Context: an optimization exercise on an open-source flow, tuned for small area and a short achievable clock period. The choices shown serve that exercise and are no tape-out recipe. Only simulation tests tie the RTL to the original design; equivalence was not proved. No activity file was given, so power comes from the tool's default toggle rates.

==> juniper: inputs <==
Design approx_inverse_gaussian_cdf, start of the top module:
module approx_inverse_gaussian_cdf #(
    parameter int TABLE_ENTRIES = 16,
    parameter int UNIFORM_BITS  = 32
) (
    input  logic                    i_clk,
    input  logic                    i_rst_n,
    input  logic                    start,
    output logic                    busy,
    input  logic [UNIFORM_BITS-1:0] i_uniform,
    output logic                    o_valid,
    output logic signed [30:0]      o_gaussian
);
    localparam int LAT = 3;
    assign busy = 1'b0;
    logic [29:0] w_r, r;
    logic [15:1] w_oh, oh;
    logic        up;
    aigc_seg u_seg (
        .i_u  (i_uniform),
        .o_r  (w_r),
        .o_oh (w_oh)
    );
    assign r  = w_r;
    assign oh = w_oh;
    assign up = i_uniform[31];
    logic [30:0] w_c1, c1, q_c1;
    logic [32:0] w_c3, c3, q_c3;
    assign w_c1 = ({31{oh[1]}} & 31'h2ac4d)
        | ({31{oh[2]}} & 31'h3c4ec)
        | ({31{oh[3]}} & 31'h6127a)
        | ({31{oh[4]}} & 31'ha63c2)
        | ({31{oh[5]}} & 31'h12660b)
        | ({31{oh[6]}} & 31'h214fbf)
        | ({31{oh[7]}} & 31'h3d405a)
        | ({31{oh[8]}} & 31'h71e9fd)
        | ({31{oh[9]}} & 31'hd5b55d)
        | ({31{oh[10]}} & 31'h193b207)
        | ({31{oh[11]}} & 31'h2fed65c)
        | ({31{oh[12]}} & 31'h5b75917)
        | ({31{oh[13]}} & 31'haf34634)
        | ({31{oh[14]}} & 31'h150bbef3)
        | ({31{oh[15]}} & 31'h5480a2e0);
    assign w_c3 = ({33{oh[1]}} & 33'h804e7)
        | ({33{oh[2]}} & 33'hb4ec4)
        | ({33{oh[3]}} & 33'h12376e)
        | ({33{oh[4]}} & 33'h1f2b46)
        | ({33{oh[5]}} & 33'h373221)
  ...
==> module aigc_seg, before the edit <==
module aigc_seg (
    input  logic [31:0] i_u,
    output logic [29:0] o_r,
    output logic [15:1] o_oh
);
    logic [30:0] v;
    logic [30:17] any;    
    assign v = i_u[30:0] ^ {31{i_u[31]}};
    always_comb begin
        any[30] = v[30];
        for (int i = 29; i >= 17; i--) any[i] = any[i+1] | v[i];
    end
    always_comb begin
        o_r[16:0] = i_u[16:0];
        for (int i = 17; i <= 29; i++) o_r[i] = i_u[i] & any[i+1];
    end
    always_comb begin
        o_oh[1] = v[30];
        for (int s = 2; s <= 14; s++) o_oh[s] = v[31-s] & ~any[32-s];
        o_oh[15] = ~any[17];
    end
endmodule
Settings: LEC_CHECK=0, CAP_MARGIN=20, CORE_MARGIN=2, CORE_UTILIZATION=40, SLEW_MARGIN=20; clock period 10.0 ns.
standard.sh (not shown) runs the stock make flow with config.mk's settings and CLKGATE_MAP_FILE= SYNTH_SCRIPT=/design/flow/synth_recipe.tcl, a recipe that flattens the netlist after the stock synthesis.
==> flow/flow/run.sh <==
#!/bin/bash
set -euo pipefail
bash standard.sh SETUP_SLACK_MARGIN="${AIGC_SETUP_MARGIN:-6}" finish > flow_make.log 2>&1
==> garnet (differences from juniper) <==
--- a/flow/design.v
+++ b/flow/design.v
@@ -4,10 +4,15 @@
     output logic [15:1] o_oh
 );
-    logic [30:0] v;
-    logic [30:17] any;    
-    assign v = i_u[30:0] ^ {31{i_u[31]}};
+    logic        up;
+    logic [30:17] any0, any1, any;    
+    assign up = i_u[31];
     always_comb begin
-        any[30] = v[30];
-        for (int i = 29; i >= 17; i--) any[i] = any[i+1] | v[i];
+        any0[30] = i_u[30];
+        any1[30] = ~i_u[30];
+        for (int i = 29; i >= 17; i--) begin
+            any0[i] = any0[i+1] | i_u[i];
+            any1[i] = any1[i+1] | ~i_u[i];
+        end
+        any = up ? any1 : any0;
     end
     always_comb begin
@@ -16,6 +21,7 @@
     end
     always_comb begin
-        o_oh[1] = v[30];
-        for (int s = 2; s <= 14; s++) o_oh[s] = v[31-s] & ~any[32-s];
+        o_oh[1] = up ? ~i_u[30] : i_u[30];
+        for (int s = 2; s <= 14; s++)
+            o_oh[s] = up ? (~i_u[31-s] & ~any1[32-s]) : (i_u[31-s] & ~any0[32-s]);
         o_oh[15] = ~any[17];
     end
==> flow/flow/run.sh (replaced) <==
#!/bin/bash
set -euo pipefail
bash standard.sh SETUP_SLACK_MARGIN="${AIGC_SETUP_MARGIN:-6.5}" finish > flow_make.log 2>&1
- CTS_CLUSTER_DIAMETER: not set -> 120
- CTS_CLUSTER_SIZE: not set -> 20
==> harbor (differences from juniper) <==
--- a/flow/design.v
+++ b/flow/design.v
@@ -4,10 +4,15 @@
     output logic [15:1] o_oh
 );
-    logic [30:0] v;
-    logic [30:17] any;    
-    assign v = i_u[30:0] ^ {31{i_u[31]}};
+    logic        up;
+    logic [30:17] any0, any1, any;    
+    assign up = i_u[31];
     always_comb begin
-        any[30] = v[30];
-        for (int i = 29; i >= 17; i--) any[i] = any[i+1] | v[i];
+        any0[30] = i_u[30];
+        any1[30] = ~i_u[30];
+        for (int i = 29; i >= 17; i--) begin
+            any0[i] = any0[i+1] | i_u[i];
+            any1[i] = any1[i+1] | ~i_u[i];
+        end
+        any = up ? any1 : any0;
     end
     always_comb begin
@@ -16,6 +21,7 @@
     end
     always_comb begin
-        o_oh[1] = v[30];
-        for (int s = 2; s <= 14; s++) o_oh[s] = v[31-s] & ~any[32-s];
+        o_oh[1] = up ? ~i_u[30] : i_u[30];
+        for (int s = 2; s <= 14; s++)
+            o_oh[s] = up ? (~i_u[31-s] & ~any1[32-s]) : (i_u[31-s] & ~any0[32-s]);
         o_oh[15] = ~any[17];
     end
==> flow/flow/run.sh (replaced) <==
#!/bin/bash
set -euo pipefail
bash standard.sh SETUP_SLACK_MARGIN="${AIGC_SETUP_MARGIN:-6.8}" finish > flow_make.log 2>&1
- CTS_CLUSTER_DIAMETER: not set -> 120
- CTS_CLUSTER_SIZE: not set -> 20
==> notes.md <==
item                                                                    garnet                  juniper                   harbor
Worst reg2reg path startpoint                                 q_c1[21]$_DFF_P_           c3[15]$_DFF_P_            q_bo2$_DFF_P_
Number of global-route vias before repair                                23910                    24460                    25300
Worst VDD drop                                                       0.1691 mV                0.1861 mV                0.2602 mV
Die Height                                                            265.2 um                 265.1 um                 265.2 um
Worst Path Buf+Inv                                                           4                        3                        4
Area fraction in compound gates after synthesis                         0.2421                   0.2446                   0.2421
Power share of the combinational group                                   0.706                    0.665                    0.727
Worst max-slew margin expressed relative to the limit                   0.2929                   0.1319                   0.3115
Data required, critical path                                          10.42 ns                 10.43 ns                 10.43 ns
Mux contribution to synthesized area                                  0.001880                 0.002982                 0.001880
Met1 Wirelength                                                       43.59 mm                 45.58 mm                 46.97 mm
Cell area after synthesis                                           27290 um^2               27270 um^2               27290 um^2
Outcome                                                complete, no violations  complete, no violations  complete, no violations

static timing again, ports no longer ideal:
In the flow no input, the clock included, has a driving cell. The finished layouts below were timed again as built, in two steps. Step 1, drivers: a clkbuf_16 drives i_clk and a buf_2 each remaining input, both assumed. Step 2, shift: input delay + t, output delay - t, t = (earliest + latest rising clock arrival at the registers) / 2. This alone moves slack from input paths to output paths. a / b / c = ideal / step 1 / step 2; a / b = the first two.
run	t, ns	setup WS [ns]	latest minus earliest clock arrival (ns)	worst register clock-pin slew, ns	pins driven straight from the clock port
juniper	0.612	6.008 / 6.008 / 5.523	0.024 / 0.024	0.07 / 0.07	1
garnet	0.598	6.493 / 6.493 / 5.981	0.020 / 0.020	0.09 / 0.09	1
harbor	0.603	6.603 / 6.603 / 6.010	0.023 / 0.023	0.09 / 0.09	1
After both steps setup and hold are still met in every run listed. For harbor, which loses most, drivers alone change the setup slack by 0.000 ns; drivers and shift together by -0.593 ns.
